Source: an optimization exercise on an open RTL-to-GDS flow (aim: small area). Production flows keep margins and buffers that such runs may drop. Function was checked by simulation only, so behaviour that the tests miss may differ from the original. Power and IR drop assume default switching activity.

==> job 6925 <==
==> flow/design.v <==
package neuron_frame_loader_pkg;
    localparam int size_word    = 8;
    localparam int number_image = 121;
    localparam int CNT_W        = $clog2(number_image);
    typedef enum logic {
        LOAD = 1'b0,
        FULL = 1'b1
    } load_state_t;
endpackage
module frame_slot_decoder #(
    parameter int number_image = neuron_frame_loader_pkg::number_image,
    parameter int CNT_W        = $clog2(number_image)
) (
    input  logic                    wr_en,
    input  logic [CNT_W-1:0]        idx,
    output logic [number_image-1:0] pix_en,
    output logic [number_image-1:0] wgt_en
);
    for (genvar i = 0; i < number_image; i++) begin : g_slot
        assign pix_en[i] = wr_en && (idx == CNT_W'(i));
        assign wgt_en[number_image-1-i] = pix_en[i];
    end
endmodule
module neuron_frame_loader #(
    parameter int   size_word    = neuron_frame_loader_pkg::size_word,
    parameter int   number_image = neuron_frame_loader_pkg::number_image,
    localparam int  CNT_W        = $clog2(number_image)
) (
    input  logic                              clk,
    input  logic                              rst,
    input  logic                              in_valid,
    output logic                              in_ready,
    input  logic [size_word-1:0]              in_pixel,
    input  logic                              in_weight,
    input  logic                              in_sof,
    output logic [size_word*number_image-1:0] Image,
    output logic [number_image-1:0]           Weight,
    output logic                              frame_valid,
    input  logic                              frame_ready,
    output logic [CNT_W-1:0]                  beat_count,
    output logic                              frame_drop
);
    localparam logic [CNT_W-1:0] LAST_IDX = CNT_W'(number_image - 1);
    neuron_frame_loader_pkg::load_state_t state;
    logic             accept;
    logic [CNT_W-1:0] idx;
    assign in_ready    = (state == neuron_frame_loader_pkg::LOAD);
    assign frame_valid = (state == neuron_frame_loader_pkg::FULL);
    assign accept = in_valid && (state == neuron_frame_loader_pkg::LOAD);
    assign idx    = in_sof ? '0 : beat_count;
    always_ff @(posedge clk) begin
        if (accept) begin
            Image  <= {in_pixel, Image[size_word*number_image-1:size_word]};
            Weight <= {Weight[number_image-2:0], in_weight};
        end
    end
    always_ff @(posedge clk) begin
        if (rst) begin
            state      <= neuron_frame_loader_pkg::LOAD;
            beat_count <= '0;
            frame_drop <= 1'b0;
        end else begin
            frame_drop <= 1'b0;
            case (state)
                neuron_frame_loader_pkg::LOAD: begin
                    if (accept) begin
                        frame_drop <= in_sof && (beat_count != '0);
                        if (idx == LAST_IDX) begin
                            state      <= neuron_frame_loader_pkg::FULL;
                            beat_count <= '0;
                        end else begin
                            beat_count <= idx + 1'b1;
                        end
                    end
                end
                neuron_frame_loader_pkg::FULL: begin
                    if (frame_ready) state <= neuron_frame_loader_pkg::LOAD;
                end
                default: state <= neuron_frame_loader_pkg::LOAD;
            endcase
        end
    end
endmodule
==> flow/run.sh <==
#!/bin/bash
# synth_recipe.tcl (not shown) runs the flow's synth.tcl, then flattens the netlist and writes it again
# the make line also repeats each setting of config.mk as NAME=value (left out here)
make -C /OpenROAD-flow-scripts/flow DESIGN_CONFIG=/design/flow/config.mk WORK_HOME=/design/flow/orfs CLKGATE_MAP_FILE= SYNTH_SCRIPT=/design/flow/synth_recipe.tcl finish
==> flow/config.mk <==
export PLATFORM = sky130hd
export DESIGN_NAME = neuron_frame_loader
export DESIGN_NICKNAME = neuron_frame_loader
export VERILOG_FILES = /design/flow/design.v
export SDC_FILE = /design/flow/constraint.sdc
export NUM_CORES = 4
export LEC_CHECK = 0
export CAP_MARGIN = 20
export CORE_AREA = 5 5 335 335
export DIE_AREA = 0 0 340 340
export SLEW_MARGIN = 20
==> flow/constraint.sdc <==
create_clock -name core_clock -period 5.0 [get_ports {clk}]
set_input_delay 1.0000 -clock core_clock [delete_from_list [all_inputs] [get_ports {clk}]]
set_output_delay 1.0000 -clock core_clock [all_outputs]
set_load 0.01 [all_outputs]
==> job 3600: changes against job 6925 <==
==> flow/design.v, changed modules only <==
module neuron_frame_loader #(
    parameter int   size_word    = neuron_frame_loader_pkg::size_word,
    parameter int   number_image = neuron_frame_loader_pkg::number_image,
    localparam int  CNT_W        = $clog2(number_image)
) (
    input  logic                              clk,
    input  logic                              rst,
    input  logic                              in_valid,
    output logic                              in_ready,
    input  logic [size_word-1:0]              in_pixel,
    input  logic                              in_weight,
    input  logic                              in_sof,
    output logic [size_word*number_image-1:0] Image,
    output logic [number_image-1:0]           Weight,
    output logic                              frame_valid,
    input  logic                              frame_ready,
    output logic [CNT_W-1:0]                  beat_count,
    output logic                              frame_drop
);
    localparam logic [CNT_W-1:0] LAST_IDX = CNT_W'(number_image - 1);
    neuron_frame_loader_pkg::load_state_t state;
    logic             load_q;    
    logic             shift;     
    logic             hold;      
    logic [CNT_W-1:0] idx;
    assign in_ready    = (state == neuron_frame_loader_pkg::LOAD);
    assign frame_valid = (state == neuron_frame_loader_pkg::FULL);
    assign shift = in_valid && load_q;
    assign hold  = !in_valid || (state == neuron_frame_loader_pkg::FULL);
    assign idx   = in_sof ? '0 : beat_count;
    always_ff @(posedge clk) begin
        Image  <= ({size_word*number_image{shift}} & {in_pixel, Image[size_word*number_image-1:size_word]})
                | ({size_word*number_image{hold}}  & Image);
        Weight <= ({number_image{shift}} & {Weight[number_image-2:0], in_weight})
                | ({number_image{hold}}  & Weight);
    end
    always_ff @(posedge clk) begin
        if (rst) begin
            state      <= neuron_frame_loader_pkg::LOAD;
            load_q     <= 1'b1;
            beat_count <= '0;
            frame_drop <= 1'b0;
        end else begin
            frame_drop <= 1'b0;
            case (state)
                neuron_frame_loader_pkg::LOAD: begin
                    if (shift) begin
                        frame_drop <= in_sof && (beat_count != '0);
                        if (idx == LAST_IDX) begin
                            state      <= neuron_frame_loader_pkg::FULL;
                            load_q     <= 1'b0;
                            beat_count <= '0;
                        end else begin
                            beat_count <= idx + 1'b1;
                        end
                    end
                end
                neuron_frame_loader_pkg::FULL: begin
                    if (frame_ready) begin
                        state  <= neuron_frame_loader_pkg::LOAD;
                        load_q <= 1'b1;
                    end
                end
                default: begin
                    state  <= neuron_frame_loader_pkg::LOAD;
                    load_q <= 1'b1;
                end
            endcase
        end
    end
endmodule
==> flow/flow/run.sh (new file) <==
#!/bin/bash
# Standard ORFS layout (the standard.sh, unchanged synthesis) with these changes:
#  - port buffers use the smallest buffer cell (buf_1);
#  - IO pins may sit one routing track apart, so the smaller die still holds all ports;
#  - CTS clusters about 18 sinks per clkbuf_8 leaf buffer, with no dummy loads.
set -euo pipefail
export BUFFER_PORTS_ARGS="-buffer_cell sky130_fd_sc_hd__buf_1"
export PLACE_PINS_ARGS="-min_distance 1 -min_distance_in_tracks"
export CTS_ARGS="-sink_clustering_enable -repair_clock_nets -dont_use_dummy_load -sink_clustering_size 18 -sink_clustering_max_diameter 50 -buf_list {sky130_fd_sc_hd__clkbuf_8}"
bash standard.sh finish > flow_make.log 2>&1
==> flow/standard.sh (new file) <==
#!/bin/bash
# synth_recipe.tcl (not shown) runs the flow's synth.tcl, then flattens the netlist and writes it again
# the make line also repeats each setting of config.mk as NAME=value (left out here)
make -C /OpenROAD-flow-scripts/flow DESIGN_CONFIG=/design/flow/config.mk WORK_HOME=/design/flow/orfs CLKGATE_MAP_FILE= SYNTH_SCRIPT=/design/flow/synth_recipe.tcl "${@:-finish}"
Settings changed: CORE_AREA 5 5 335 335 to 5 5 245 245, DIE_AREA 0 0 340 340 to 0 0 250 250.
removed: flow/run.sh
==> run notes <==
slew of the pin with the lowest slew margin=just under 900 ps; Hold EP=Image[814]; # Taps=1414; Sink Count=between 1000 and 1500; total chip power=slightly above 20 mW; outcome=no timing/DRC/antenna violations; Std-Cell Rows=121; area leader, netlist=edfxtp_1; Die Y=roughly 340 µm; Hold Path Stages=0; DP Wirelength=74.13 mm; met3 wire length=about 11 mm; CTS buffer count=~110; grt met2 use=0.2990
-- figures above: job 6925

==> run notes <==
area leader, netlist=dfxtp_1; # Taps=roughly 770; Die Y=250 µm; met3 wire length=15.68 mm; outcome=no timing/DRC/antenna violations; Std-Cell Rows=88; Sink Count=approximately 1100; CTS buffer count=82; Hold Path Stages=1; DP Wirelength=approximately 80 mm; Synth Area in XOR/XNOR=0; total chip power=around 15 mW; slew of the pin with the lowest slew margin=between 900 and 1000 ps
-- figures above: job 3600

[afterwards: timing with drivers on the ports]
In the flow no input, the clock included, has a driving cell. The finished layouts below were timed again as built, in two steps.
Step 1 (the two cells are an assumption about what drives the block):
set clk [get_ports {clk}]
set_driving_cell -lib_cell sky130_fd_sc_hd__clkbuf_16 $clk
set_driving_cell -lib_cell sky130_fd_sc_hd__buf_2 [delete_from_list [all_inputs] $clk]
Step 2 times the ports against the registers' clock, not the clock port: input delays grow and output delays shrink by t, the midpoint of the rising clock arrivals with the driver on.
a / b / c = no drivers / after step 1 / after step 2; a / b = the first two.
| run | t (ns) | slack for setup (ns) | hold WS [ns] |
|---|---|---|---|
| job 6925 | 0.732 | 1.999 / 1.993 / 1.292 | 0.437 / 0.437 / 0.437 |
| job 3600 | 0.719 | 2.410 / 2.413 / 1.727 | 0.441 / 0.441 / 0.441 |
After both steps setup and hold are still met in every run listed. The setup slack of job 6925, which loses most, moves by -0.006 ns with the drivers and by -0.707 ns with both steps.
